What follows belongs to an exercise in optimizing a design on an open flow for small area, a short achievable clock period and few clock cycles; a production flow would make more cautious choices.
At most, simulation tests tie the RTL to the original design; equivalence was not proved.
No functional check of the RTL was part of runs 1 to 3.

**flow/flow/run.sh**
```bash
#!/bin/bash
# Standard layout (the standard.sh: the standard synthesis and ORFS flow, unchanged),
# with repair_timing asked for setup slack margin against the design's clock so that the
# resizer keeps working on the critical paths. Make's output goes to standard.log.
set -euo pipefail
bash standard.sh SETUP_SLACK_MARGIN=8.6 TNS_END_PERCENT=100 finish > standard.log 2>&1
```
**flow/standard.sh**
```bash
#!/bin/bash
# synth_recipe.tcl (not shown) runs the flow's synth.tcl, then flattens the netlist and writes it again
# the make line also repeats each setting of config.mk as NAME=value (left out here)
make -C /OpenROAD-flow-scripts/flow DESIGN_CONFIG=/design/flow/config.mk WORK_HOME=/design/flow/orfs CLKGATE_MAP_FILE= SYNTH_SCRIPT=/design/flow/synth_recipe.tcl "${@:-finish}"
```
**flow/config.mk**
```make
export PLATFORM = sky130hd
export DESIGN_NAME = stroke_dab_interpolator_top
export DESIGN_NICKNAME = stroke_dab_interpolator_top
export VERILOG_FILES = /design/flow/design.v
export SDC_FILE = /design/flow/constraint.sdc
export NUM_CORES = 4
export LEC_CHECK = 0
export CAP_MARGIN = 20
export CORE_MARGIN = 2
export CORE_UTILIZATION = 40
export PLACE_DENSITY = 0.8
export SLEW_MARGIN = 20
```
**flow/constraint.sdc**
```tcl
create_clock -name core_clock -period 15.0 [get_ports {clk_i}]
set_input_delay 3.0000 -clock core_clock [delete_from_list [all_inputs] [get_ports {clk_i}]]
set_output_delay 3.0000 -clock core_clock [all_outputs]
set_load 0.01 [all_outputs]
```
**flow/design.v**
```verilog
package sdi_pkg;
  localparam int POS_W  = 24;
  localparam int PRS_W  = 17;
  localparam int SIZE_W = 14;
  localparam int ADDR_W = 3;
  localparam int DATA_W = 32;
  localparam logic [PRS_W-1:0]  P_ONE      = 17'h10000;
  localparam logic [SIZE_W-1:0] SIZE_RESET = 14'd160;
  localparam logic              REG_SIZE   = 1'b0;
endpackage
import sdi_pkg::*;
module sdi_cfg
(
  input  logic              clk_i,
  input  logic              rst_ni,
  input  logic              psel,
  input  logic              penable,
  input  logic              pwrite,
  input  logic [ADDR_W-1:0] paddr,
  input  logic [DATA_W-1:0] pwdata,
  output logic [DATA_W-1:0] prdata,
  output logic              pready,
  output logic [SIZE_W-1:0] brush_size_o,
  output logic              wr_o
);
  logic [SIZE_W-1:0] size_q;
  logic              wr_en;
  assign pready = 1'b1;
  assign wr_en  = psel && penable && pwrite && (paddr[2] == REG_SIZE);
  assign wr_o   = wr_en;
  always_ff @(posedge clk_i or negedge rst_ni) begin
    if (!rst_ni) begin
      size_q <= SIZE_RESET;
    end else if (wr_en) begin
      size_q <= pwdata[SIZE_W-1:0];
    end
  end
  assign prdata       = (paddr[2] == REG_SIZE) ? DATA_W'(size_q) : '0;
  assign brush_size_o = size_q;
endmodule
module sdi_log #(
  parameter int W = 19
) (
  input  logic [W-1:0] x_i,
  output logic [12:0]  l_o
);
  logic [31:0]   s0, s1, s2, s3, s4, s5;
  logic [4:0]    z;
  logic [4:0]    e;
  logic [5:0]    m;
  logic [7:0]    t;
  assign s0   = {x_i, {(32-W){1'b0}}};
  assign z[4] = (s0[31:16] == '0);
  assign s1   = z[4] ? {s0[15:0], 16'b0} : s0;
  assign z[3] = (s1[31:24] == '0);
  assign s2   = z[3] ? {s1[23:0], 8'b0} : s1;
  assign z[2] = (s2[31:28] == '0);
  assign s3   = z[2] ? {s2[27:0], 4'b0} : s2;
  assign z[1] = (s3[31:30] == '0);
  assign s4   = z[1] ? {s3[29:0], 2'b0} : s3;
  assign z[0] = !s4[31];
  assign s5   = z[0] ? {s4[30:0], 1'b0} : s4;
  assign e    = 5'(W - 1) - z;
  assign m    = s5[30 -: 6];
  always_comb begin
    unique case (m)
      6'd0: t = 8'd0;
      6'd1: t = 8'd5;
      6'd2: t = 8'd11;
      6'd3: t = 8'd16;
      6'd4: t = 8'd22;
      6'd5: t = 8'd27;
      6'd6: t = 8'd33;
      6'd7: t = 8'd38;
      6'd8: t = 8'd43;
      6'd9: t = 8'd48;
      6'd10: t = 8'd53;
      6'd11: t = 8'd58;
      6'd12: t = 8'd63;
      6'd13: t = 8'd68;
      6'd14: t = 8'd73;
      6'd15: t = 8'd77;
      6'd16: t = 8'd82;
      6'd17: t = 8'd87;
      6'd18: t = 8'd91;
      6'd19: t = 8'd96;
      6'd20: t = 8'd100;
      6'd21: t = 8'd104;
      6'd22: t = 8'd109;
      6'd23: t = 8'd113;
      6'd24: t = 8'd117;
      6'd25: t = 8'd121;
      6'd26: t = 8'd125;
      6'd27: t = 8'd129;
      6'd28: t = 8'd134;
      6'd29: t = 8'd138;
      6'd30: t = 8'd141;
      6'd31: t = 8'd145;
      6'd32: t = 8'd149;
      6'd33: t = 8'd153;
      6'd34: t = 8'd157;
      6'd35: t = 8'd161;
      6'd36: t = 8'd164;
      6'd37: t = 8'd168;
      6'd38: t = 8'd172;
      6'd39: t = 8'd175;
      6'd40: t = 8'd179;
      6'd41: t = 8'd182;
      6'd42: t = 8'd186;
      6'd43: t = 8'd189;
      6'd44: t = 8'd193;
      6'd45: t = 8'd196;
      6'd46: t = 8'd200;
      6'd47: t = 8'd203;
      6'd48: t = 8'd206;
      6'd49: t = 8'd209;
      6'd50: t = 8'd213;
      6'd51: t = 8'd216;
      6'd52: t = 8'd219;
      6'd53: t = 8'd222;
      6'd54: t = 8'd225;
      6'd55: t = 8'd229;
      6'd56: t = 8'd232;
      6'd57: t = 8'd235;
      6'd58: t = 8'd238;
      6'd59: t = 8'd241;
      6'd60: t = 8'd244;
      6'd61: t = 8'd247;
      6'd62: t = 8'd250;
      6'd63: t = 8'd253;
      default: t = 8'd0;
    endcase
  end
  assign l_o = (x_i == '0) ? 13'd0 : {e, t};
endmodule
module sdi_gtab (
  input  logic [5:0] i_i,
  output logic [7:0] g_o
);
  always_comb begin
    unique case (i_i)
      6'd0: g_o = 8'd248;
      6'd1: g_o = 8'd233;
      6'd2: g_o = 8'd218;
      6'd3: g_o = 8'd204;
      6'd4: g_o = 8'd191;
      6'd5: g_o = 8'd178;
      6'd6: g_o = 8'd166;
      6'd7: g_o = 8'd155;
      6'd8: g_o = 8'd144;
      6'd9: g_o = 8'd134;
      6'd10: g_o = 8'd125;
      6'd11: g_o = 8'd116;
      6'd12: g_o = 8'd108;
      6'd13: g_o = 8'd100;
      6'd14: g_o = 8'd93;
      6'd15: g_o = 8'd86;
      6'd16: g_o = 8'd79;
      6'd17: g_o = 8'd73;
      6'd18: g_o = 8'd68;
      6'd19: g_o = 8'd63;
      6'd20: g_o = 8'd58;
      6'd21: g_o = 8'd53;
      6'd22: g_o = 8'd49;
      6'd23: g_o = 8'd45;
      6'd24: g_o = 8'd42;
      6'd25: g_o = 8'd38;
      6'd26: g_o = 8'd35;
      6'd27: g_o = 8'd33;
      6'd28: g_o = 8'd30;
      6'd29: g_o = 8'd28;
      6'd30: g_o = 8'd25;
      6'd31: g_o = 8'd23;
      6'd32: g_o = 8'd21;
      6'd33: g_o = 8'd20;
      6'd34: g_o = 8'd18;
      6'd35: g_o = 8'd17;
      6'd36: g_o = 8'd15;
      6'd37: g_o = 8'd14;
      6'd38: g_o = 8'd13;
      6'd39: g_o = 8'd12;
      6'd40: g_o = 8'd11;
      6'd41: g_o = 8'd10;
      6'd42: g_o = 8'd9;
      6'd43: g_o = 8'd8;
      6'd44: g_o = 8'd8;
      6'd45: g_o = 8'd7;
      6'd46: g_o = 8'd7;
      6'd47: g_o = 8'd6;
      6'd48: g_o = 8'd5;
      6'd49: g_o = 8'd5;
      6'd50: g_o = 8'd5;
      6'd51: g_o = 8'd4;
      6'd52: g_o = 8'd4;
      6'd53: g_o = 8'd4;
      6'd54: g_o = 8'd3;
      6'd55: g_o = 8'd3;
      6'd56: g_o = 8'd3;
      6'd57: g_o = 8'd3;
      6'd58: g_o = 8'd2;
      6'd59: g_o = 8'd2;
      6'd60: g_o = 8'd2;
      6'd61: g_o = 8'd2;
      6'd62: g_o = 8'd2;
      6'd63: g_o = 8'd2;
      default: g_o = 8'd0;
    endcase
  end
endmodule
import sdi_pkg::*;
module sdi_mul
(
  input  logic [SIZE_W-1:0] size_i,
  input  logic [PRS_W-1:0]  p_i,
  output logic [SIZE_W-1:0] r_o
);
  logic [31:0] prod;
  assign prod = 32'(size_i) * 32'(p_i) + 32'd32768;
  assign r_o  = prod[16 +: SIZE_W];
endmodule
import sdi_pkg::*;
module stroke_dab_interpolator_top
#(
  parameter int MAX_DABS = 16
) (
  input  logic                     clk_i,
  input  logic                     rst_ni,
  input  logic                     psel,
  input  logic                     penable,
  input  logic                     pwrite,
  input  logic [ADDR_W-1:0]        paddr,
  input  logic [DATA_W-1:0]        pwdata,
  output logic [DATA_W-1:0]        prdata,
  output logic                     pready,
  input  logic                     in_valid_i,
  output logic                     in_ready_o,
  input  logic                     has_previous_i,
  input  logic signed [POS_W-1:0]  start_x_i,
  input  logic signed [POS_W-1:0]  start_y_i,
  input  logic [PRS_W-1:0]         start_pressure_i,
  input  logic signed [POS_W-1:0]  end_x_i,
  input  logic signed [POS_W-1:0]  end_y_i,
  input  logic [PRS_W-1:0]         end_pressure_i,
  output logic                     out_valid_o,
  input  logic                     out_ready_i,
  output logic signed [POS_W-1:0]  dab_x_o,
  output logic signed [POS_W-1:0]  dab_y_o,
  output logic [PRS_W-1:0]         dab_pressure_o,
  output logic [SIZE_W-1:0]        dab_radius_o,
  output logic                     last_o
);
  localparam logic [3:0] ST_IDLE = 4'd0;
  localparam logic [3:0] ST_S1   = 4'd1;
  localparam logic [3:0] ST_S2   = 4'd2;
  localparam logic [3:0] ST_S3   = 4'd3;
  localparam logic [3:0] ST_DONE = 4'd4;
  localparam logic [3:0] ST_SR   = 4'd5;
  localparam logic [3:0] ST_SC   = 4'd6;
  localparam logic [3:0] ST_SW   = 4'd7;
  localparam logic [3:0] ST_SF   = 4'd8;
  localparam logic [1:0] N1  = 2'd0;
  localparam logic [1:0] N8  = 2'd1;
  localparam logic [1:0] N16 = 2'd2;
  logic [SIZE_W-1:0] size;
  logic              wr;
  sdi_cfg u_cfg (
    .clk_i        (clk_i),
    .rst_ni       (rst_ni),
    .psel         (psel),
    .penable      (penable),
    .pwrite       (pwrite),
    .paddr        (paddr),
    .pwdata       (pwdata),
    .prdata       (prdata),
    .pready       (pready),
    .brush_size_o (size),
    .wr_o         (wr)
  );
  logic [PRS_W-1:0] sp_sat, ep_sat;
  logic [POS_W:0]   dx_c, dy_c;
  assign sp_sat = (start_pressure_i > P_ONE) ? P_ONE : start_pressure_i;
  assign ep_sat = (end_pressure_i > P_ONE) ? P_ONE : end_pressure_i;
  assign dx_c   = {end_x_i[POS_W-1], end_x_i} - {start_x_i[POS_W-1], start_x_i};
  assign dy_c   = {end_y_i[POS_W-1], end_y_i} - {start_y_i[POS_W-1], start_y_i};
  logic             hp1;
  logic [POS_W:0]   dx1, dy1;
  logic [PRS_W-1:0] sps1, eps1;
  always_ff @(posedge clk_i) begin
    hp1  <= has_previous_i;
    dx1  <= dx_c;
    dy1  <= dy_c;
    sps1 <= has_previous_i ? sp_sat : ep_sat;
    eps1 <= ep_sat;
  end
  logic [3:0]       st_q;
  logic [PRS_W:0]   dp_c;
  logic [PRS_W-1:0] minp_c, lmx;
  logic [POS_W-1:0] ax_c, ay_c;
  logic [18:0]      u_c, v_c;
  logic             big_c, uz_c, vz_c;
  logic [12:0]      lu, lv, lm;
  logic [12:0]      ls_q;
  assign dp_c   = {1'b0, eps1} - {1'b0, sps1};
  assign minp_c = dp_c[PRS_W] ? eps1 : sps1;
  assign ax_c   = dx1[POS_W-1:0] ^ {POS_W{dx1[POS_W]}};
  assign ay_c   = dy1[POS_W-1:0] ^ {POS_W{dy1[POS_W]}};
  assign u_c    = (ax_c[18:6] == '0) ? 19'(ax_c[5:0] + 6'(dx1[POS_W])) : ax_c[18:0];
  assign v_c    = (ay_c[18:6] == '0) ? 19'(ay_c[5:0] + 6'(dy1[POS_W])) : ay_c[18:0];
  assign uz_c   = (dx1 == '0);
  assign vz_c   = (dy1 == '0);
  assign big_c  = (|ax_c[POS_W-1:19]) | (|ay_c[POS_W-1:19]);
  assign lmx    = (st_q == ST_IDLE) ? PRS_W'(size) : minp_c;
  sdi_log #(.W(19))    u_lu (.x_i(u_c), .l_o(lu));
  sdi_log #(.W(19))    u_lv (.x_i(v_c), .l_o(lv));
  sdi_log #(.W(PRS_W)) u_lm (.x_i(lmx), .l_o(lm));
  always_ff @(posedge clk_i) begin
    if (st_q == ST_IDLE) ls_q <= lm;
  end
  logic [12:0]    lu2, lv2, lm2;
  logic           uz2, vz2, tv2;
  logic [1:0]     tn2;
  always_ff @(posedge clk_i) begin
    lu2 <= lu;
    lv2 <= lv;
    lm2 <= lm;
    uz2 <= uz_c;
    vz2 <= vz_c;
    tv2 <= !hp1 || big_c || (uz_c && vz_c) || size == '0 || minp_c == '0;
    tn2 <= (!hp1 || (!big_c && uz_c && vz_c)) ? N1 : N16;
  end
  logic signed [14:0] ld, lr, lmax, e;
  logic [12:0]        lad;
  logic [7:0]         gt, gv;
  logic signed [16:0] eg;
  assign ld   = 15'(lu2) - 15'(lv2);
  assign lr   = 15'(lm2) + 15'(ls_q);
  assign lmax = ld[14] ? 15'(lv2) : 15'(lu2);
  assign e    = lmax - lr;
  assign lad  = ld[14] ? 13'(-ld) : ld[12:0];
  sdi_gtab u_gt (.i_i(lad[9:4]), .g_o(gt));
  assign gv = (uz2 || vz2 || (|lad[12:10])) ? 8'd0 : gt;
  assign eg = {e[14], e, 1'b0} + 17'(gv);
  logic c16_t, c16_f, c8_t, c8_f;
  always_ff @(posedge clk_i) begin
    c16_t <= (eg >= -17'sd5582);    
    c16_f <= (eg <= -17'sd5679);    
    c8_t  <= (eg >= -17'sd6094);    
    c8_f  <= (eg <= -17'sd6191);    
  end
  logic               fast_ok;
  logic [1:0]         n_fast;
  always_comb begin
    fast_ok = 1'b1;
    if (tv2)                n_fast = tn2;
    else if (c16_t)         n_fast = N16;
    else if (c16_f && c8_t) n_fast = N8;
    else if (c8_f)          n_fast = N1;
    else begin
      n_fast  = N1;
      fast_ok = 1'b0;
    end
  end
  logic [1:0]   n_q;
  logic [35:0]  h_q;
  logic [29:0]  r_q;
  logic [5:0]   i_q;
  logic [4:0]   j_q;
  logic [1:0]   cy_q;
  logic         prev_q;
  logic         first_q;
  logic         sticky_q;
  logic         k_q;       
  logic [4:0]   kk;
  logic [4:0]   ik, jk;
  logic         ri, rj, ai, aj, bi, bj;
  logic         asub, bsub;
  logic         hb;
  logic [2:0]   v;
  logic         last_i;
  logic         c_exact;
  assign kk = k_q ? 5'd12 : 5'd11;
  assign ik = 5'(i_q) - kk;
  assign jk = j_q - kk;
  assign ri   = (i_q < 6'd30) ? r_q[i_q[4:0]] : 1'b0;
  assign rj   = (j_q < 5'd30) ? r_q[j_q] : 1'b0;
  assign ai   = (i_q < 6'(kk)) ? 1'b0 : ((ik >= 5'd19) ? dx1[19] : dx1[ik]);
  assign bi   = (i_q < 6'(kk)) ? 1'b0 : ((ik >= 5'd19) ? dy1[19] : dy1[ik]);
  assign aj   = (j_q >= kk) && (jk <= 5'd19) && dx1[jk];
  assign bj   = (j_q >= kk) && (jk <= 5'd19) && dy1[jk];
  assign asub = (jk != 5'd19);
  assign bsub = (jk != 5'd19);
  assign hb = first_q ? 1'b0 : ((st_q == ST_SR) ? prev_q : h_q[0]);
  always_comb begin
    if (st_q == ST_SR) begin
      v = 3'(hb) + 3'(size[j_q[3:0]] && (i_q < 6'd17) && minp_c[i_q[4:0]]) + 3'(cy_q[0]);
    end else begin
      v = 3'(hb) + 3'(rj && ri) + 3'(aj && (ai ^ asub)) + 3'(bj && (bi ^ bsub)) + 3'(cy_q)
        + ((i_q == '0) ? 3'(aj && asub) + 3'(bj && bsub) : 3'd0);
    end
  end
  assign last_i  = (st_q == ST_SR) ? (i_q == 6'd35) : (i_q == 6'd36);
  assign c_exact = h_q[35] || ((h_q == '0) && !sticky_q);
  logic [1:0]  n_p1;
  logic [20:0] p1_n;
  assign n_p1 = (st_q == ST_S3) ? n_fast : n_q;
  always_comb begin
    unique case (n_p1)
      N16:     p1_n = {sps1, 4'b1000} + {{3{dp_c[PRS_W]}}, dp_c};
      N8:      p1_n = {sps1, 4'b1000} + {{2{dp_c[PRS_W]}}, dp_c, 1'b0};
      default: p1_n = {sps1, 4'b0000} + {dp_c[16:0], 4'b0000};
    endcase
  end
  logic                ov_q, last_q;
  logic [3:0]          cnt_q;
  logic [27:0]         ax_q, ay_q;
  logic [25:0]         dxs_q, dys_q;
  logic [PRS_W-1:0]    ap_q;
  logic [20:0]         pn_q;
  logic [18:0]         dps_q;
  logic [SIZE_W-1:0]   rad_q;
  logic                pnp_q;
  logic                ir0_q, ir1_q;
  logic                lsel_q;
  logic                done, lsel, accept, take, step;
  logic                p1_av, pn_free;
  logic                n1, n8, n16;
  logic [27:0]         dxs_n, dys_n;
  logic [18:0]         dps_n;
  logic [27:0]         xa, xb, ya, yb, xsum, ysum;
  logic [20:0]         pb, psum;
  logic [SIZE_W-1:0]   rad_n;
  assign done   = (st_q == ST_DONE);
  assign lsel   = lsel_q;
  assign in_ready_o = ir0_q || (ir1_q && out_ready_i);
  assign accept = in_valid_i && in_ready_o;
  assign take   = ov_q && out_ready_i;
  assign step   = take && !last_q;
  assign n1     = (n_q == N1);
  assign n8     = (n_q == N8);
  assign n16    = (n_q == N16);
  assign dxs_n = n16 ? {{3{dx1[POS_W]}}, dx1} : (n8 ? {{2{dx1[POS_W]}}, dx1, 1'b0} : {dx1[23:0], 4'b0000});
  assign dys_n = n16 ? {{3{dy1[POS_W]}}, dy1} : (n8 ? {{2{dy1[POS_W]}}, dy1, 1'b0} : {dy1[23:0], 4'b0000});
  assign dps_n = n16 ? {dp_c[PRS_W], dp_c} : (n8 ? {dp_c, 1'b0} : '0);
  assign xa   = lsel ? {start_x_i, n1 ? 4'b0000 : 4'b1000} : ax_q;
  assign xb   = lsel ? dxs_n : {{2{dxs_q[25]}}, dxs_q};
  assign ya   = lsel ? {start_y_i, n1 ? 4'b0000 : 4'b1000} : ay_q;
  assign yb   = lsel ? dys_n : {{2{dys_q[25]}}, dys_q};
  assign xsum = xa + xb;
  assign ysum = ya + yb;
  assign pb   = lsel ? {{2{dps_n[18]}}, dps_n} : {{2{dps_q[18]}}, dps_q};
  assign psum = pn_q + pb;
  sdi_mul u_mul (
    .size_i (size),
    .p_i    (pn_q[20:4]),
    .r_o    (rad_n)
  );
  always_ff @(posedge clk_i) begin
    if (accept) begin
      dxs_q  <= dxs_n[25:0];
      dys_q  <= dys_n[25:0];
      dps_q  <= dps_n;
      cnt_q  <= n16 ? 4'd15 : (n8 ? 4'd7 : 4'd0);
      last_q <= n1;
    end else if (step) begin
      cnt_q  <= cnt_q - 4'd1;
      last_q <= (cnt_q == 4'd1);
    end
    if (accept || step) begin
      ax_q  <= xsum;
      ay_q  <= ysum;
      ap_q  <= pn_q[20:4];
      rad_q <= rad_n;
    end
  end
  assign p1_av   = done || (st_q == ST_S3 && fast_ok);
  assign pn_free = !ov_q || last_q || (step && cnt_q == 4'd1);
  always_ff @(posedge clk_i) begin
    if (accept || (step && !(cnt_q == 4'd1 && p1_av))) begin
      pn_q <= psum;
    end else if (pn_free && p1_av) begin
      pn_q <= p1_n;
    end
  end
  logic [3:0] st_n;
  logic       ov_n, last_n, pnp_n;
  assign ov_n   = accept ? 1'b1 : ((take && last_q) ? 1'b0 : ov_q);
  assign last_n = accept ? n1 : (step ? (cnt_q == 4'd1) : last_q);
  assign pnp_n  = (accept || (st_q != ST_DONE && !(st_q == ST_S3 && fast_ok))) ? 1'b0
                : ((pn_free && p1_av) ? 1'b1 : pnp_q);
  always_comb begin
    st_n = st_q;
    if (!in_valid_i || accept || wr) begin
      st_n = ST_IDLE;
    end else begin
      unique case (st_q)
        ST_IDLE: st_n = ST_S1;
        ST_S1:   st_n = ST_S2;
        ST_S2:   st_n = ST_S3;
        ST_S3:   st_n = fast_ok ? ST_DONE : ST_SR;
        ST_SR:   if (last_i && j_q == 5'd0) st_n = ST_SC;
        ST_SC:   st_n = ST_SW;
        ST_SW:   if (last_i && j_q == 5'd31) st_n = ST_SF;
        ST_SF:   st_n = ST_DONE;
        default: ;
      endcase
    end
  end
  always_ff @(posedge clk_i or negedge rst_ni) begin
    if (!rst_ni) begin
      st_q  <= ST_IDLE;
      ov_q  <= 1'b0;
      pnp_q <= 1'b0;
      ir0_q <= 1'b0;
      ir1_q <= 1'b0;
      lsel_q <= 1'b0;
    end else begin
      st_q  <= st_n;
      ov_q  <= ov_n;
      pnp_q <= pnp_n;
      ir0_q <= (st_n == ST_DONE) && pnp_n && !ov_n;
      ir1_q <= (st_n == ST_DONE) && pnp_n && last_n;
      lsel_q <= (st_n == ST_DONE) && (!ov_n || last_n);
    end
  end
  always_ff @(posedge clk_i) begin
    h_q <= {(st_q == ST_SW && i_q == 6'd36) ? h_q[35] : v[0], h_q[35:1]};
    unique case (st_q)
      ST_S3: begin
        n_q     <= n_fast;
        k_q     <= !c16_t && c16_f;
        i_q     <= '0;
        j_q     <= 5'd13;
        cy_q    <= '0;
        prev_q  <= 1'b0;
        first_q <= 1'b1;
      end
      ST_SR: begin
        prev_q <= h_q[0];
        cy_q   <= {1'b0, v[1]};
        if (last_i) begin
          i_q     <= '0;
          j_q     <= j_q - 5'd1;
          cy_q    <= '0;
          prev_q  <= 1'b0;
          first_q <= 1'b0;
        end else begin
          i_q <= i_q + 6'd1;
        end
      end
      ST_SC: begin
        r_q      <= h_q[29:0];
        i_q      <= '0;
        j_q      <= '0;
        first_q  <= 1'b1;
        sticky_q <= 1'b0;
        cy_q     <= '0;
      end
      ST_SW: begin
        if (i_q == 6'd36) begin
          sticky_q <= sticky_q || h_q[0];
          i_q      <= '0;
          j_q      <= j_q + 5'd1;
          cy_q     <= '0;
          first_q  <= 1'b0;
        end else begin
          i_q  <= i_q + 6'd1;
          cy_q <= v[2:1];
        end
      end
      ST_SF: n_q <= k_q ? (c_exact ? N8 : N1) : (c_exact ? N16 : N8);
      default: ;
    endcase
  end
  assign out_valid_o    = ov_q;
  assign dab_x_o        = ax_q[27:4];
  assign dab_y_o        = ay_q[27:4];
  assign dab_pressure_o = ap_q;
  assign dab_radius_o   = rad_q;
  assign last_o         = last_q;
endmodule
```
==> results.cfg, run 1 <==
[final_layout]
area_growth_pct = 18.2
final_nets = 5649
layout.cells.non_filler = 6331
regArea_sq_um = 11400
layout-drive-gt1-share_pct = 16.6
multiInputGateArea_sq_um = 29100
fillCellCount = 9388

[cts]
cts_sinks = 437
cts_root_buf = clkbuf_16
clkTransAtPathRegs_ns = 0.06
numCtsBuffers = 50
clockBufferDepth = 3
cts_tree = yes
clock_latency_ns = 0.64
htreeDepth = 2

[synth]
synthArstFlopShare_pct = 5.26
synth_top_area_share_pct = 17.5
synth_most_common_cell = nand2_1
ys_seq_elements = 437
synth_area_leaders = edfxtp_1 17%, ha_1 11%, fa_1 9.8%
synth_edf_count = 246
synth_top_area_cell = edfxtp_1
syn_area_sq_um = 42300
yosysSeqAreaShare_pct = 26.8
synth_commonest_cells = 443 x nand2_1, 440 x inv_1, 373 x ha_1
yosysWarnings = 5
synth_cell_types = 115
synth_ff_type = edfxtp_1
postSynthCellCount = 4632
avgSynthCellArea_sq_um = 9.14

[timing]
fin_worst_skew_ns = 0.0227
slew_viol_final = 0
min_period_over_period_pct = 44.6
hold_slack_ns = 0.349
slew_headroom_pct = 30.2
setup_tns_ns = 0
fin_crit_ns = 6.68
fmax_mhz = 150
worst_pin_slew_ns = 1.04
finalSetupViolCount = 0
finalHoldViolCount = 0
rsz0062_at_grt = true

[die]
die_h_microns = 329
dieArea_sq_um = 108000
initial_utilization_pct = 40.3
core-area_sq_um = 105000
rows = 119
ios = 288
fp.dieW_microns = 329

[routing]
drt_pre_antenna_iters = 6
finalWirelength_microns = 125000
drt_iter0_drc = 2920
wire_per_inst_microns = 19.8
ant_nets = 0
routed_via_density = 5.77
drcViolationCount = 0
vias = 36500

[min_path]
hold_path_class = register to register
hold_path_startpoint = h_q[30]
hold_end = h_q[29]
holdPathStages = 0

[placement]
gp_congestion = 0.937
dp_cells = 6037
dp_hpwl_microns = 86600
io_buffers = 248

[setup_path]
slowest_delay_ns = 0.58
slowest_stage = fa_1
critPathMaxFanout = 6
crit_arrival_ns = 7.05
r2r_slack_ns = 8.32
timing.rr.end = rad_q[13]
crit_path_end_kind = register
worst_path_most_repeated_cell = fa_1
crit_required_ns = 15.37
path_class = register to register
reg2reg_from = pn_q[10]
ff2ff_path_depth = 25
startpoint_type = register

[grt]
gr-usage-all-layers_pct = 22.0
overflow = 0
grt_antenna_before_repair = 6
grt_pass1_vias = 35700
grt_max_degree = 72
grt_pass1_wl_microns = 192000

[run_status]
status = complete, no violations

[flow_run]
max-cap-violations = 0
worst max-delay path by stage:
stage,from,end,cells past startpoint
2_1_floorplan,u_cfg.size_q[7],rad_q[13],24
3_3_place_gp,sps1[14],ls_q[3],22
3_5_place_dp,u_cfg.size_q[2],rad_q[13],23
4_1_cts,u_cfg.size_q[7],rad_q[13],24
5_1_grt,pn_q[10],rad_q[13],25
6_report,pn_q[10],rad_q[13],25
placed cells by master, fill, tap and decap left out, types with 19 or more instances in the layout:
master           count
a211oi_1            29
a21o_1              52
a21oi_1            213
a21oi_2             30
a221oi_1            21
a22o_1              36
a31oi_1             34
and2_1             120
and3_1              20
buf_4              207
clkbuf_16           56
clkdlybuf4s50_1    217
conb_1              19
dfxtp_1            155
edfxtp_1           246
fa_1               199
ha_1               354
inv_1              422
mux2_2             150
mux2i_1             94
mux4_2              48
nand2_1            438
nand2b_1            41
nand3_1             57
nand4_1             23
nor2_1             300
nor2b_1             74
nor3_1              77
nor4_1              42
o211ai_1            23
o21a_1              31
o21ai_0            193
o21ai_1             32
o21bai_1            49
or2_2               27
or3_1               26
xnor2_1            159
xor2_1              58
worst max-delay path: cells and delay by family (launching register included):
family          cells  cell delay, ns
buf+inv             5            0.44
compound gates     12            2.06
fa+ha+maj           7            3.38
flops               1            0.52
simple gates        1            0.04
through the flow:
step           util (%)  setup slack, ns  instance area, sq um
6_report           47.6             8.32                 50000
5_1_grt            47.6             8.15                 50000
4_1_cts            46.5             8.37                 48900
3_5_place_dp       43.4             7.29                 45600
3_3_place_gp       43.4             7.41                 45600
2_1_floorplan         -             8.56                 42600
area by class of cell:
cell class / instances / area share [%]
multi-input cells: 3483 / 58.3
flip-flops and latches: 437 / 22.7
repair buffers: 481 / 8.72
well taps: 1391 / 3.48
inverters: 443 / 3.36
clock buffers: 74 / 3.06
clock inverters: 20 / 0.363
diodes: 2 / 0.0100
routing by layer:
metal	global-route usage (%)	wire length, microns
met2	37.8	60200
met5	0	39
met3	3.70	10300
met1	27.4	48800
met4	9.11	5760
sequential cells by signal (all words and copies together) (netlist names), 14 cells and up:
name / flops
ay_q: 28
eps1: 17
dys_q: 26
pn_q: 21
dxs_q: 26
h_q: 36
r_q: 30
u_cfg.size_q: 14
dps_q: 19
dy1: 25
ap_q: 17
ax_q: 28
dx1: 25
sps1: 17
rad_q: 14
logic make-up after synthesis:
logic type,synth area share (%)
compound gates,16.0
xor+xnor,4.72
fa+ha+maj,20.8
buf+inv,7.25
flops,26.8
mux,9.10
other cells,0.0177
simple gates,15.3
timing repair:
item,4_1_cts,5_1_grt
pin swaps,55,78
resized for setup,216,188
endpoints found under the setup margin,81,67
gates cloned,2,0
buffers inserted,143,52
hold buffers,0,0
==> run 2: changes to the inputs <==
--- a/flow/design.v
+++ b/flow/design.v
@@ -300,5 +300,5 @@
   logic             big_c, uz_c, vz_c;
   logic [12:0]      lu, lv, lm;
-  logic [12:0]      ls_q;
+  logic [14:0]      cs_q;
   assign dp_c   = {1'b0, eps1} - {1'b0, sps1};
   assign minp_c = dp_c[PRS_W] ? eps1 : sps1;
@@ -315,5 +315,5 @@
   sdi_log #(.W(PRS_W)) u_lm (.x_i(lmx), .l_o(lm));
   always_ff @(posedge clk_i) begin
-    if (st_q == ST_IDLE) ls_q <= lm;
+    if (st_q == ST_IDLE) cs_q <= 15'd5632 - {1'b0, lm, 1'b0};
   end
   logic [12:0]    lu2, lv2, lm2;
@@ -329,22 +329,29 @@
     tn2 <= (!hp1 || (!big_c && uz_c && vz_c)) ? N1 : N16;
   end
-  logic signed [14:0] ld, lr, lmax, e;
+  logic signed [14:0] ld, lmax, t;
   logic [12:0]        lad;
   logic [7:0]         gt, gv;
-  logic signed [16:0] eg;
+  logic [16:0]        fa, fb, fc, fs, fcy;
+  logic [17:0]        fw;
+  logic signed [16:0] f;
   assign ld   = 15'(lu2) - 15'(lv2);
-  assign lr   = 15'(lm2) + 15'(ls_q);
   assign lmax = ld[14] ? 15'(lv2) : 15'(lu2);
-  assign e    = lmax - lr;
-  assign lad  = ld[14] ? 13'(-ld) : ld[12:0];
+  assign t    = lmax - 15'(lm2);
+  assign lad  = ld[14] ? ~ld[12:0] : ld[12:0];
   sdi_gtab u_gt (.i_i(lad[9:4]), .g_o(gt));
-  assign gv = (uz2 || vz2 || (|lad[12:10])) ? 8'd0 : gt;
-  assign eg = {e[14], e, 1'b0} + 17'(gv);
+  assign gv  = (uz2 || vz2 || (|lad[12:10])) ? 8'd0 : gt;
+  assign fa  = {t[14], t, 1'b0};
+  assign fb  = 17'(gv);
+  assign fc  = {{2{cs_q[14]}}, cs_q};
+  assign fs  = fa ^ fb ^ fc;
+  assign fcy = {(fa[15:0] & fb[15:0]) | (fa[15:0] & fc[15:0]) | (fb[15:0] & fc[15:0]), 1'b0};
+  assign fw  = {fs, 1'b0} + {fcy, 1'b0};
+  assign f   = fw[17:1];
   logic c16_t, c16_f, c8_t, c8_f;
   always_ff @(posedge clk_i) begin
-    c16_t <= (eg >= -17'sd5582);    
-    c16_f <= (eg <= -17'sd5679);    
-    c8_t  <= (eg >= -17'sd6094);    
-    c8_f  <= (eg <= -17'sd6191);    
+    c16_t <= (f >= 17'sd51);        
+    c16_f <= (f <= -17'sd48);       
+    c8_t  <= (f >= -17'sd461);      
+    c8_f  <= (f <= -17'sd560);      
   end
   logic               fast_ok;
--- a/flow/config.mk
+++ b/flow/config.mk
@@ -9,4 +9,3 @@
 export CORE_MARGIN = 2
 export CORE_UTILIZATION = 40
-export PLACE_DENSITY = 0.8
 export SLEW_MARGIN = 20
==> run 2 against run 1 <==
Against the previous run: register-to-register slack got worse by 0.55 ns; sequential cell count increased by 1; clock-buffer cell count decreased by 1; first-iteration DRC count decreased by 1.4%; clock skew decreased by 0.0018 ns; final area increased by 3.8%; critical endpoint is now c16_t; highest routed layer unchanged.
==> results.cfg, run 2 <==
[run_status]
status = complete, no violations

[timing]
fmax_mhz = 138
fin_crit_ns = 7.23
finalHoldViolCount = 0
fin_worst_skew_ns = 0.0208
min_period_over_period_pct = 48.2
slew_viol_final = 0
layout_setup_ws_ns = 7.77
rsz0062_at_grt = true
worst_pin_slew_ns = 1.14
slew_headroom_pct = 24.1
setup_tns_ns = 0
finalSetupViolCount = 0

[setup_path]
path_buf_inv = 14
crit_required_ns = 15.51
slowest_stage = fa_1
slowest_delay_ns = 0.46
worst_path_most_repeated_cell = buf_4
crit_path_end_kind = register
startpoint_type = register
crit_arrival_ns = 7.74
critPathMaxFanout = 6
path_class = register to register
path_delay_family = compound AO/OA/AOI/OAI gates

[grt]
grt_max_degree = 65
grt_pass1_wl_microns = 205000
overflow = 0
grt_antenna_before_repair = 11
gr-usage-all-layers_pct = 23.1
grt_pass1_vias = 36300

[final_layout]
top_register = h_q
layout_commonest_cell = nand2_1
final_util_pct = 48.4
largestRegisters = h_q (36), r_q (30)
final_nets = 5894
design_area_sq_um = 51900
layout-drive-gt1-share_pct = 17.4
final_cell_mix = 462 x nand2_1, 448 x inv_1, 355 x ha_1
area_growth_pct = 19.8
fillCellCount = 10100
largest_register_ffs = 36

[cts]
htreeDepth = 2
clock_latency_ns = 0.65
cts_sinks = 438
cts_tree = yes
postCtsHoldBufs = 0
cts_root_buf = clkbuf_16
numCtsBuffers = 52
clockBufferDepth = 3
clkTransAtPathRegs_ns = 0.06

[synth]
syn_area_sq_um = 43300
synth_area_leaders = edfxtp_1 17%, ha_1 11%, fa_1 9.3%
synth_top_area_cell = edfxtp_1
synthArstFlopShare_pct = 5.25
synth_cell_types = 102
ys_seq_elements = 438
synth_most_common_cell = nand2_1
synth_edf_count = 247
synth_commonest_cells = 468 x nand2_1, 464 x inv_1, 384 x ha_1
yosysWarnings = 5
synth_ff_type = edfxtp_1
yosysSeqAreaShare_pct = 26.2
postSynthCellCount = 4869
avgSynthCellArea_sq_um = 8.90
synth_top_area_share_pct = 17.1

[routing]
drt_pre_antenna_iters = 6
vias = 37200
drt_iter0_drc = 2879
routed_via_density = 5.65
drcViolationCount = 0
finalWirelength_microns = 133000
wire_per_inst_microns = 20.2
ant_nets = 0

[flow_run]
max-cap-violations = 0

[die]
initial_utilization_pct = 40.4
rows = 120
ios = 288
fp.dieW_microns = 333
die_h_microns = 333
core-area_sq_um = 107000
dieArea_sq_um = 111000

[placement]
placed_cell_area_sq_um = 46800
gp_congestion = 0.905
dp_hpwl_microns = 95100
dpl_worst_slack_ns = 6.45
io_buffers = 248

[min_path]
hold_path_class = register to register
run 2: cell count changes after synthesis, sizes merged, moves of 20 or more:
cell	previous run	this run
a21oi	244	286
clkbuf	164	193
nor2	311	338
nand2	443	469
inv	443	466
o21ai	243	265
and2	123	143
run 2: cells by family (layout without fill, tap and decap cells):
logic type / count (synthesis) / after routing / share of synthesized area [%]
xor gates and xnor gates: 229 / 229 / 4.63
and+or+nand+nor: 1402 / 1403 / 15.4
DFF: 438 / 438 / 26.2
adders and majority gates: 587 / 587 / 20.4
buffers and inverters: 774 / 1066 / 7.38
AOI/OAI and AO/OA: 1148 / 1149 / 17.5
muxes: 289 / 289 / 8.47
other: 2 / 23 / 0.0173
run 2: final timing paths:
check	start	to	slack, ns	depth (start not counted)
setup / recovery	lv2[1]	c16_t	7.77	42
hold / removal	h_q[30]	h_q[29]	0.35	0
setup reg to reg	lv2[1]	c16_t	7.77	42
hold reg to reg	h_q[30]	h_q[29]	0.35	0
max in group asynchronous	rst_ni	lsel_q	11.95	2
min in group asynchronous	rst_ni	u_cfg.size_q[0]	2.75	2
run 2: cell type report:
class	count	area (sq um)	area share (%)
clock buffer	73	1560	3.00
clock inverter	25	259	0.499
antenna	4	10.0	0.0193
multi-input combinational	3676	30600	58.9
sequential	438	11400	22.0
inverter	468	1780	3.43
tap	1403	1760	3.38
timing repair buffer	500	4550	8.75
run 2: layer usage:
layer	routed length (microns)	GRT usage [%]	vias up
met5	59	0	-
met4	3300	5.73	10
li1	-	-	17700
met3	8400	3.79	201
met1	58000	30.9	18200
met2	63100	38.9	1123
run 2: timing repair:
item / 4_1_cts / 5_1_grt
setup endpoints to repair: 89 / 82
pin swaps: 115 / 118
buffers inserted: 120 / 80
resized for setup: 304 / 183
cloned: 4 / 1
run 2: per-stage QoR:
| step | hold slack [ns] | std cells |
|---|---|---|
| floorplan | 0.332 | 4886 |
| global placement | 0.334 | 6280 |
| detailed placement | 0.336 | 6280 |
| CTS | 0.349 | 6502 |
| global route | 0.352 | 6584 |
| finish | 0.348 | 6587 |
run 2: worst reg2reg max path: cells and delay by family, from the launching register on:
| family | cells | cell delay, ns |
|---|---|---|
| and+or+nand+nor | 5 | 0.98 |
| adders and majority gates | 5 | 1.23 |
| AOI/OAI and AO/OA | 17 | 2.93 |
| DFF | 1 | 0.32 |
| xor gates and xnor gates | 1 | 0.14 |
| buffers and inverters | 14 | 1.52 |
==> run 3: changes to the inputs <==
--- a/flow/config.mk
+++ b/flow/config.mk
@@ -6,6 +6,6 @@
 export NUM_CORES = 4
 export LEC_CHECK = 0
-export CAP_MARGIN = 20
+export CAP_MARGIN = 0
 export CORE_MARGIN = 2
 export CORE_UTILIZATION = 40
-export SLEW_MARGIN = 20
+export SLEW_MARGIN = 0
==> run 3 against run 2 <==
Against the previous run: global-route usage about the same; critical path depth unchanged; sequential cell count unchanged; first-iteration DRC count decreased by 8.4%; setup slack got worse by 0.016 ns; fmax decreased by 0.21%; hold slack about the same; sequential share of layout area decreased by 0.16 points; via count increased by 1.2%; utilization increased by 0.33 points.
==> results.cfg, run 3 <==
[final_layout]
area_growth_pct = 20.6
layout_commonest_cell = nand2_1
top_register = h_q
final_nets = 5926
layout.cells.non_filler = 6616
largestRegisters = h_q (36), r_q (30)
layout-drive-gt1-share_pct = 18.0
fillCellCount = 10200
design_area_sq_um = 52300
final_cell_mix = 463 x nand2_1, 443 x inv_1, 356 x ha_1
largest_register_ffs = 36

[synth]
synth_top_area_cell = edfxtp_1
synthArstFlopShare_pct = 5.25
synth_most_common_cell = nand2_1
syn_area_sq_um = 43300
synth_commonest_cells = 468 x nand2_1, 464 x inv_1, 384 x ha_1
synth_area_leaders = edfxtp_1 17%, ha_1 11%, fa_1 9.3%
postSynthCellCount = 4869
synth_ff_type = edfxtp_1
yosysSeqAreaShare_pct = 26.2
synth_cell_types = 102
synth_top_area_share_pct = 17.1
ys_seq_elements = 438
yosysWarnings = 5
avgSynthCellArea_sq_um = 8.90
synth_edf_count = 247

[setup_path]
startpoint_type = register
crit_path_end_kind = register
slowest_stage = fa_1
crit_arrival_ns = 7.84
worst_path_most_repeated_cell = o21bai_1
slowest_delay_ns = 0.51
critPathMaxFanout = 5
path_class = register to register
path_delay_family = compound AO/OA/AOI/OAI gates
crit_required_ns = 15.59
path_buf_inv = 4

[cts]
htreeDepth = 2
clock_latency_ns = 0.68
numCtsBuffers = 52
cts_root_buf = clkbuf_16
cts_tree = yes
cts_sinks = 438
postCtsHoldBufs = 0
clockBufferDepth = 3
clkTransAtPathRegs_ns = 0.06

[flow_run]
max-cap-violations = 0

[die]
rows = 120
ios = 288
die_h_microns = 333
initial_utilization_pct = 40.4
dieArea_sq_um = 111000
fp.dieW_microns = 333
core-area_sq_um = 107000

[timing]
min_period_over_period_pct = 48.3
fin_crit_ns = 7.25
rsz0062_at_grt = true
fin_worst_skew_ns = 0.0489
fmax_mhz = 138
slew_viol_final = 0
slew_headroom_pct = 16.8
finalHoldViolCount = 0
setup_tns_ns = 0
hold_slack_ns = 0.349
worst_pin_slew_ns = 1.24
finalSetupViolCount = 0

[routing]
ant_nets = 0
routed_via_density = 5.70
wire_per_inst_microns = 20.2
drcViolationCount = 0
drt_pre_antenna_iters = 6
finalWirelength_microns = 134000
vias = 37700
drt_iter0_drc = 2638

[placement]
placed_cell_area_sq_um = 46800
io_buffers = 248
dp_cells = 6280
gp_congestion = 0.905
dp_hpwl_microns = 95200

[run_status]
status = complete, no violations

[grt]
grt_pass1_vias = 36400
grt_max_degree = 65
overflow = 0
gr-usage-all-layers_pct = 23.2
grt_antenna_before_repair = 17
grt_pass1_wl_microns = 206000

[min_path]
hold_path_class = register to register
==> run 3: cell counts after synthesis <==
No cell type changed its count.
==> run 3: cell type report <==
cell class / count / area, sq um / area share, %
multi-input cells: 3677 / 30600 / 58.6
clock inverters: 33 / 438 / 0.838
diodes: 1 / 2.50 / 0.00479
repair inverters: 1 / 6.26 / 0.0120
inverters: 468 / 1780 / 3.41
flip-flops and latches: 438 / 11400 / 21.8
clock buffers: 65 / 1390 / 2.66
repair buffers: 530 / 4850 / 9.27
well taps: 1403 / 1760 / 3.36
==> run 3: cell families after synthesis <==
| logic type | Yosys count | synth area share [%] |
|---|---|---|
| AND/OR/NAND/NOR | 1402 | 15.4 |
| AO/OA/AOI/OAI | 1148 | 17.5 |
| buffers and inverters | 774 | 7.38 |
| adder cells (fa/ha/maj) | 587 | 20.4 |
| flip-flops | 438 | 26.2 |
| multiplexers | 289 | 8.47 |
| XOR/XNOR | 229 | 4.63 |
| other | 2 | 0.0173 |
==> run 3: metal layers <==
metal | global-route usage [%] | part of all wire, % | vias to the layer above
li1 | - | - | 17700
met1 | 30.7 | 43 | 18400
met2 | 39.1 | 48 | 1320
met3 | 4.17 | 6.8 | 235
met4 | 5.64 | 2.4 | 24
met5 | 0 | 0.12 | -
==> run 3: through the flow <==
| step | util (%) | setup WS [ns] |
|---|---|---|
| 2_1_floorplan | - | 8.38 |
| 3_3_place_gp | 43.7 | 6.50 |
| 3_5_place_dp | 43.7 | 6.42 |
| 4_1_cts | 47.3 | 7.99 |
| 5_1_grt | 48.8 | 7.19 |
| 6_report | 48.8 | 7.75 |
==> run 3: path summary, 6_finish.rpt <==
| kind | from | endpoint | slack (ns) | depth (start not counted) |
|---|---|---|---|---|
| max | lv2[1] | c8_t | 7.75 | 42 |
| min | h_q[30] | h_q[29] | 0.35 | 0 |
| max reg2reg | lv2[1] | c8_t | 7.75 | 42 |
| min reg2reg | h_q[30] | h_q[29] | 0.35 | 0 |
| max in group asynchronous | rst_ni | lsel_q | 11.93 | 2 |
| min in group asynchronous | rst_ni | u_cfg.size_q[3] | 2.75 | 2 |
==> run 3: what timing repair did <==
item | CTS | global route
buffers inserted | 135 | 93
pin swaps | 115 | 144
cloned | 5 | 4
endpoints found under the setup margin | 88 | 81
gates resized for setup | 315 | 194
==> run 3: worst register-to-register path: cells and delay by family (launching register included) <==
family | cells | cell delay [ns]
xor+xnor | 2 | 0.48
flops | 1 | 0.32
fa+ha+maj | 5 | 1.43
buf+inv | 4 | 0.26
compound gates | 25 | 4.00
simple gates | 6 | 0.67
==> run 4: changes to the inputs <==
--- a/flow/design.v
+++ b/flow/design.v
@@ -211,11 +211,26 @@
 module sdi_mul
 (
-  input  logic [SIZE_W-1:0] size_i,
+  input  logic [7:0]        neg_i,
+  input  logic [7:0]        one_i,
+  input  logic [7:0]        two_i,
   input  logic [PRS_W-1:0]  p_i,
   output logic [SIZE_W-1:0] r_o
 );
-  logic [31:0] prod;
-  assign prod = 32'(size_i) * 32'(p_i) + 32'd32768;
-  assign r_o  = prod[16 +: SIZE_W];
+  localparam logic [31:0] K = 32'h8000 - 32'h40000 - 32'h100000 - 32'h400000 - 32'h1000000
+                            - 32'h4000000 - 32'h10000000 - 32'h40000000;
+  logic [18:0] row [8];
+  logic [31:0] acc;
+  always_comb begin
+    for (int i = 0; i < 8; i++) begin
+      row[i] = {~neg_i[i], ((one_i[i] ? {1'b0, p_i} : 18'd0) | (two_i[i] ? {p_i, 1'b0} : 18'd0))
+                           ^ {18{neg_i[i]}}};
+    end
+  end
+  assign acc = K
+             + 32'(row[0]) + (32'(row[1]) << 2) + (32'(row[2]) << 4) + (32'(row[3]) << 6)
+             + (32'(row[4]) << 8) + (32'(row[5]) << 10) + (32'(row[6]) << 12) + (32'(row[7]) << 14)
+             + 32'(neg_i[0]) + (32'(neg_i[1]) << 2) + (32'(neg_i[2]) << 4) + (32'(neg_i[3]) << 6)
+             + (32'(neg_i[4]) << 8) + (32'(neg_i[5]) << 10) + (32'(neg_i[6]) << 12) + (32'(neg_i[7]) << 14);
+  assign r_o = acc[16 +: SIZE_W];
 endmodule
 import sdi_pkg::*;
@@ -300,5 +315,5 @@
   logic             big_c, uz_c, vz_c;
   logic [12:0]      lu, lv, lm;
-  logic [14:0]      cs_q;
+  logic [12:0]      ls_q;
   assign dp_c   = {1'b0, eps1} - {1'b0, sps1};
   assign minp_c = dp_c[PRS_W] ? eps1 : sps1;
@@ -315,5 +330,5 @@
   sdi_log #(.W(PRS_W)) u_lm (.x_i(lmx), .l_o(lm));
   always_ff @(posedge clk_i) begin
-    if (st_q == ST_IDLE) cs_q <= 15'd5632 - {1'b0, lm, 1'b0};
+    if (st_q == ST_IDLE) ls_q <= lm;
   end
   logic [12:0]    lu2, lv2, lm2;
@@ -329,29 +344,22 @@
     tn2 <= (!hp1 || (!big_c && uz_c && vz_c)) ? N1 : N16;
   end
-  logic signed [14:0] ld, lmax, t;
+  logic signed [14:0] ld, lr, lmax, e;
   logic [12:0]        lad;
   logic [7:0]         gt, gv;
-  logic [16:0]        fa, fb, fc, fs, fcy;
-  logic [17:0]        fw;
-  logic signed [16:0] f;
+  logic signed [16:0] eg;
   assign ld   = 15'(lu2) - 15'(lv2);
+  assign lr   = 15'(lm2) + 15'(ls_q);
   assign lmax = ld[14] ? 15'(lv2) : 15'(lu2);
-  assign t    = lmax - 15'(lm2);
-  assign lad  = ld[14] ? ~ld[12:0] : ld[12:0];
+  assign e    = lmax - lr;
+  assign lad  = ld[14] ? 13'(-ld) : ld[12:0];
   sdi_gtab u_gt (.i_i(lad[9:4]), .g_o(gt));
-  assign gv  = (uz2 || vz2 || (|lad[12:10])) ? 8'd0 : gt;
-  assign fa  = {t[14], t, 1'b0};
-  assign fb  = 17'(gv);
-  assign fc  = {{2{cs_q[14]}}, cs_q};
-  assign fs  = fa ^ fb ^ fc;
-  assign fcy = {(fa[15:0] & fb[15:0]) | (fa[15:0] & fc[15:0]) | (fb[15:0] & fc[15:0]), 1'b0};
-  assign fw  = {fs, 1'b0} + {fcy, 1'b0};
-  assign f   = fw[17:1];
+  assign gv = (uz2 || vz2 || (|lad[12:10])) ? 8'd0 : gt;
+  assign eg = {e[14], e, 1'b0} + 17'(gv);
   logic c16_t, c16_f, c8_t, c8_f;
   always_ff @(posedge clk_i) begin
-    c16_t <= (f >= 17'sd51);        
-    c16_f <= (f <= -17'sd48);       
-    c8_t  <= (f >= -17'sd461);      
-    c8_f  <= (f <= -17'sd560);      
+    c16_t <= (eg >= -17'sd5582);    
+    c16_f <= (eg <= -17'sd5679);    
+    c8_t  <= (eg >= -17'sd6094);    
+    c8_f  <= (eg <= -17'sd6191);    
   end
   logic               fast_ok;
@@ -457,8 +465,21 @@
   assign pb   = lsel ? {{2{dps_n[18]}}, dps_n} : {{2{dps_q[18]}}, dps_q};
   assign psum = pn_q + pb;
+  logic [15:0] sz;
+  logic [7:0]  bneg_q, bone_q, btwo_q;
+  assign sz = {2'b00, size};
+  always_ff @(posedge clk_i) begin
+    for (int i = 0; i < 8; i++) begin
+      bneg_q[i] <= sz[2*i+1] && !(sz[2*i] && ((i == 0) ? 1'b0 : sz[2*i-1]));
+      bone_q[i] <= sz[2*i] ^ ((i == 0) ? 1'b0 : sz[2*i-1]);
+      btwo_q[i] <= (sz[2*i+1] && !sz[2*i] && !((i == 0) ? 1'b0 : sz[2*i-1]))
+                || (!sz[2*i+1] && sz[2*i] && ((i == 0) ? 1'b0 : sz[2*i-1]));
+    end
+  end
   sdi_mul u_mul (
-    .size_i (size),
-    .p_i    (pn_q[20:4]),
-    .r_o    (rad_n)
+    .neg_i (bneg_q),
+    .one_i (bone_q),
+    .two_i (btwo_q),
+    .p_i   (pn_q[20:4]),
+    .r_o   (rad_n)
   );
   always_ff @(posedge clk_i) begin
--- a/flow/config.mk
+++ b/flow/config.mk
@@ -6,6 +6,7 @@
 export NUM_CORES = 4
 export LEC_CHECK = 0
-export CAP_MARGIN = 0
+export CAP_MARGIN = 20
 export CORE_MARGIN = 2
 export CORE_UTILIZATION = 40
-export SLEW_MARGIN = 0
+export PLACE_DENSITY = 0.8
+export SLEW_MARGIN = 20
==> run 4 against run 3 <==
Against the previous run: synthesized cell count is 5.5% lower; global-route usage is 1.4 points lower; sequential share of layout area is 2.2 points higher; critical endpoint is now in_ready_o; non-clock buffer count is 102 lower; utilization is 1.5 points lower; highest routed layer unchanged; final area is 6.2% lower; still clean; sequential cell count is 21 higher; cell count is 6.0% lower; fmax is 13% higher.
==> results.cfg, run 4 <==
[run_status]
status = complete, no violations

[min_path]
holdPathStages = 0
hold_path_class = register to register

[timing]
slew_viol_final = 0
finalSetupViolCount = 0
fin_worst_skew_ns = 0.0117
fmax_mhz = 155
setup_tns_ns = 0
finalHoldViolCount = 0
slew_headroom_pct = 37.5
worst_pin_slew_ns = 0.912
min_period_over_period_pct = 42.9
rsz0062_at_grt = true
fin_crit_ns = 6.43

[setup_path]
reg2reg_from = lv2[0]
critPathMaxFanout = 2
crit_path_end_kind = output pin
path_class = input pin to output pin
crit_required_ns = 12.00
r2r_slack_ns = 8.66
startpoint_type = input pin
timing.rr.end = c16_f
startpoint = out_ready_i
crit_path_end = in_ready_o
ff2ff_path_depth = 27
crit_arrival_ns = 3.43

[synth]
synthArstFlopShare_pct = 5.01
synth_most_common_cell = inv_1
yosysSeqAreaShare_pct = 28.0
synth_cell_types = 110
synth_top_area_share_pct = 17.6
syn_area_sq_um = 42000
synth_area_leaders = edfxtp_1 18%, ha_1 10%, dfxtp_1 9.1%
yosysWarnings = 7
postSynthCellCount = 4603
synth_top_area_cell = edfxtp_1
synth_edf_count = 246
synth_commonest_cells = 356 x inv_1, 344 x ha_1, 338 x nand2_1
ys_seq_elements = 459
synth_ff_type = edfxtp_1
avgSynthCellArea_sq_um = 9.13

[grt]
gr-usage-all-layers_pct = 21.8
use_met2_pct = 35.6
grt_util_met1_pct = 29.2
grt_pass1_wl_microns = 190000
grtUsageMet3_pct = 3.95
grt_antenna_before_repair = 6
grt_pass1_vias = 35000
overflow = 0
grt_max_degree = 67
grt.busiest_layer = met2

[routing]
ant_nets = 0
drt_iter0_drc = 3015
routed_via_density = 5.82
vias = 36200
wire_per_inst_microns = 19.8
finalWirelength_microns = 123000
drcViolationCount = 0
drt_pre_antenna_iters = 8

[cts]
numCtsBuffers = 51
clkTransAtPathRegs_ns = 0.06
cts_tree = yes
cts_root_buf = clkbuf_16
htreeDepth = 2
clockBufferDepth = 3
clock_latency_ns = 0.64
cts_sinks = 459

[flow_run]
max-cap-violations = 0

[die]
die_h_microns = 328
dieArea_sq_um = 108000
fp.dieW_microns = 328
initial_utilization_pct = 40.5
core-area_sq_um = 104000
ios = 288
rows = 118

[final_layout]
antenna_cells = 0
design_area_sq_um = 49000
largestRegisters = h_q (36), r_q (30)
top_register = h_q
layout_commonest_cell = inv_1
layout-drive-gt1-share_pct = 15.3
area_growth_pct = 16.6
final_cell_mix = 348 x inv_1, 335 x nand2_1, 334 x ha_1
final_nets = 5431
final_util_pct = 47.2
largest_register_ffs = 36

[placement]
gp_congestion = 0.944
placed_cell_area_sq_um = 45200
dp_hpwl_microns = 89000
io_buffers = 248
[run 4: repair_timing]
item / CTS / global route
endpoints found under the setup margin: 62 / 61
pin swaps: 24 / 56
buffers inserted: 87 / 48
resized for setup: 177 / 142
hold buffers: 0 / 0
endpoints found under the hold margin: 0 / 0
cloned: 2 / 2
[run 4: how the worst min path moves through the flow]
stage,start,end
final,h_q[32],h_q[31]
after floorplan,h_q[33],h_q[32]
after detailed placement,h_q[34],h_q[33]
after global routing,h_q[32],h_q[31]
after CTS,h_q[31],h_q[30]
after global placement,h_q[30],h_q[29]
[run 4: area by class of cell]
type / count / area, sq um
Fill cell: 9402 / 54800
Multi-Input combinational cell: 3489 / 28500
Sequential cell: 459 / 11800
Timing Repair Buffer: 428 / 3810
Tap cell: 1380 / 1730
Clock buffer: 65 / 1470
Inverter: 362 / 1380
Clock inverter: 31 / 304
Timing Repair inverter: 2 / 12.5
[run 4: per-layer routing]
metal  part of all wire, %  wire, microns
met4                   2.9           3540
met1                    42          51000
met2                    47          57400
met5                 0.042             52
met3                   8.7          10700
[run 4: cells by family (layout without fill, tap and decap cells)]
kind of cell,count (synthesis),count (layout),synth area share (%)
AO/OA/AOI/OAI,1174,1175,18.8
AND/OR/NAND/NOR,1141,1142,13.0
buffers and inverters,674,888,6.73
adder cells (fa/ha/maj),465,465,16.0
flip-flops,459,459,28.0
XOR/XNOR,362,362,7.54
multiplexers,326,326,9.87
other,2,19,0.0179
[run 4: critical path: stages]
cell,delay (ns)
buf_8,0.11
a21oi_4,0.14
inv_2,0.06
buf_6,0.13
[run 4: through the flow]
stage | worst slack (ns) | instances | hold WS (ns)
6_report | 8.57 | 6216 | 0.354
5_1_grt | 8.43 | 6216 | 0.363
4_1_cts | 8.51 | 6166 | 0.355
3_5_place_dp | 7.00 | 5981 | 0.339
3_3_place_gp | 7.24 | 5981 | 0.336
2_1_floorplan | 8.62 | 4620 | 0.332
Testbench counts of run 4, summed over its fixed seeds: cycles 5,173.
==> run 5: changes to the inputs <==
--- a/flow/config.mk
+++ b/flow/config.mk
@@ -8,5 +8,5 @@
 export CAP_MARGIN = 20
 export CORE_MARGIN = 2
-export CORE_UTILIZATION = 40
+export CORE_UTILIZATION = 55
 export PLACE_DENSITY = 0.8
 export SLEW_MARGIN = 20
==> run 5 against run 4 <==
Against the previous run: die area down 27%; synthesized cell count unchanged; cell count down 6.8%; still clean on timing, DRC and antenna; clock-buffer cell count up 13; largest cell class unchanged; fmax up 0.37%; first-iteration DRC count up 8.6%; hold slack worse by 0.0033 ns.
==> results.cfg, run 5 <==
[timing]
min_period_over_period_pct = 42.7
setup_tns_ns = 0
finalSetupViolCount = 0
worst_pin_slew_ns = 1.17
rsz0062_at_grt = true
slew_viol_final = 0
fmax_mhz = 156
finalHoldViolCount = 0
fin_crit_ns = 6.41
slew_headroom_pct = 21.9
fin_worst_skew_ns = 0.0213
hold_slack_ns = 0.351

[flow_run]
max-cap-violations = 0

[final_layout]
final_nets = 5407
final_cell_mix = 348 x inv_1, 337 x ha_1, 336 x nand2_1
largest_register_ffs = 36
layout_commonest_cell = inv_1
layout.cells.non_filler = 5791
multiInputGateArea_sq_um = 28400
fillCellCount = 6052
largestRegisters = h_q (36), r_q (30)
layout-drive-gt1-share_pct = 14.8
regArea_sq_um = 11800
top_register = h_q
area_growth_pct = 15.1
design_area_sq_um = 48400

[synth]
synthArstFlopShare_pct = 5.01
yosysSeqAreaShare_pct = 28.0
syn_area_sq_um = 42000
ys_seq_elements = 459
synth_area_leaders = edfxtp_1 18%, ha_1 10%, dfxtp_1 9.1%
yosysWarnings = 7
synth_top_area_cell = edfxtp_1
synth_commonest_cells = 356 x inv_1, 344 x ha_1, 338 x nand2_1
synth_ff_type = edfxtp_1
postSynthCellCount = 4603
avgSynthCellArea_sq_um = 9.13
synth_cell_types = 110
synth_top_area_share_pct = 17.6
synth_edf_count = 246
synth_most_common_cell = inv_1

[die]
ios = 288
rows = 101
initial_utilization_pct = 55.4
dieArea_sq_um = 78600
fp.dieW_microns = 280
die_h_microns = 280
core-area_sq_um = 75800

[setup_path]
timing.rr.end = c16_f
critPathMaxFanout = 2
ff2ff_path_depth = 29
startpoint_type = input pin
worstPathCellList = buf_8, a21oi_4, inv_2, buf_6
crit_path_end_kind = output pin
slowest_stage = a21oi_4
reg2reg_from = lv2[1]
r2r_slack_ns = 8.67
slowest_delay_ns = 0.12
crit_required_ns = 12.00
path_class = input pin to output pin
path_buf_inv = 3
path_delay_family = buffers and inverters
crit_arrival_ns = 3.41

[grt]
gr-usage-all-layers_pct = 28.6
grt_max_degree = 78
grt_antenna_before_repair = 3
grt_pass1_wl_microns = 183000
overflow = 0
grt_pass1_vias = 34400

[cts]
numCtsBuffers = 52
cts_root_buf = clkbuf_16
clkTransAtPathRegs_ns = 0.06
cts_tree = yes
clockBufferDepth = 3
cts_sinks = 459
clock_latency_ns = 0.62
htreeDepth = 2

[routing]
drcViolationCount = 0
routed_via_density = 6.26
finalWirelength_microns = 117000
wire_per_inst_microns = 20.2
ant_nets = 0
vias = 36300
drt_iter0_drc = 3275
drt_pre_antenna_iters = 6

[placement]
placed_cell_area_sq_um = 44700
dp_hpwl_microns = 84000
dp_cells = 5575
gp_congestion = 0.982
io_buffers = 248

[min_path]
hold_end = h_q[29]
holdPathStages = 0
hold_path_startpoint = h_q[30]
hold_path_class = register to register

[run_status]
status = complete, no violations
==> run 5: kinds of logic after synthesis <==
group / share of synthesized area (%)
AOI/OAI and AO/OA: 18.8
xor gates and xnor gates: 7.54
adders and majority gates: 16.0
buffers and inverters: 6.73
DFF: 28.0
muxes: 9.87
other: 0.0179
and+or+nand+nor: 13.0
==> run 5: how the worst max path moves through the flow <==
stage | endpoint | startpoint | depth (start not counted)
after floorplan | prdata[10] | paddr[2] | 2
final | in_ready_o | out_ready_i | 4
after CTS | c16_f | lv2[0] | 29
after detailed placement | c16_f | lv2[1] | 31
after global routing | c16_f | lv2[1] | 33
after global placement | ls_q[0] | sps1[1] | 21
==> run 5: per-layer routing <==
layer	track usage (%)	part of all wire, %	vias up
li1	-	-	16900
met5	0	0.013	-
met4	11.4	4.2	2
met1	38.2	42	17400
met3	3.87	7.6	324
met2	46.8	47	1615
==> run 5: layout make-up <==
cell class	instances	share of cell area (%)
Antenna cell	1	0.00517
Inverter	362	2.86
Tap cell	978	2.53
Multi-Input combinational cell	3489	58.8
Clock inverter	19	0.429
Clock buffer	78	3.34
Sequential cell	459	24.4
Timing Repair Buffer	402	7.62
Timing Repair inverter	3	0.0362
==> run 5: per-stage QoR <==
| step | setup slack [ns] | utilization, % |
|---|---|---|
| finish | 8.59 | 63.8 |
| global route | 8.35 | 63.8 |
| CTS | 8.55 | 62.5 |
| detailed placement | 7.13 | 58.9 |
| global placement | 7.17 | 58.9 |
| floorplan | 8.62 | - |
==> run 5: timing repair <==
| item | in CTS | in global routing |
|---|---|---|
| gates cloned | 4 | 2 |
| resized for setup | 177 | 136 |
| pin swaps | 17 | 47 |
| setup buffers | 65 | 47 |
| hold buffers | 0 | 0 |
| endpoints found under the setup margin | 60 | 68 |
==> run 5: worst reg2reg max path: cells and delay by family (launching register included) <==
kind	cells	cell delay (ns)
AOI/OAI and AO/OA	10	2.38
xor gates and xnor gates	2	0.39
adders and majority gates	3	0.71
buffers and inverters	3	0.44
DFF	1	0.37
muxes	1	0.46
and+or+nand+nor	10	1.49

## static timing again, ports no longer ideal
In the flow no input, the clock included, has a driving cell. The finished layouts below were timed again as built, in two steps.
Step 1 sets driving cells, clkbuf_16 on the clock port and buf_2 on the other inputs (assumed; they add their load-dependent delay and slew).
Step 2 also shifts input and output timing later by t, the mid clock arrival at the registers, as if the neighbouring blocks saw the same clock.
a / b / c = ideal ports / drivers / drivers and shift; a / b = the first two.
run	t, ns	setup slack, ns	pins driven straight from the clock port
run 1	0.705	8.317 / 8.317 / 7.970	1
run 2	0.713	7.768 / 7.768 / 7.768	1
run 3	0.724	7.753 / 7.753 / 7.753	1
run 4	0.708	8.568 / 8.493 / 8.038	1
run 5	0.673	8.591 / 8.519 / 7.991	1
After both steps setup and hold are still met in every run listed. For run 5, which loses most, drivers alone change the setup slack by -0.072 ns; drivers and shift together by -0.600 ns.
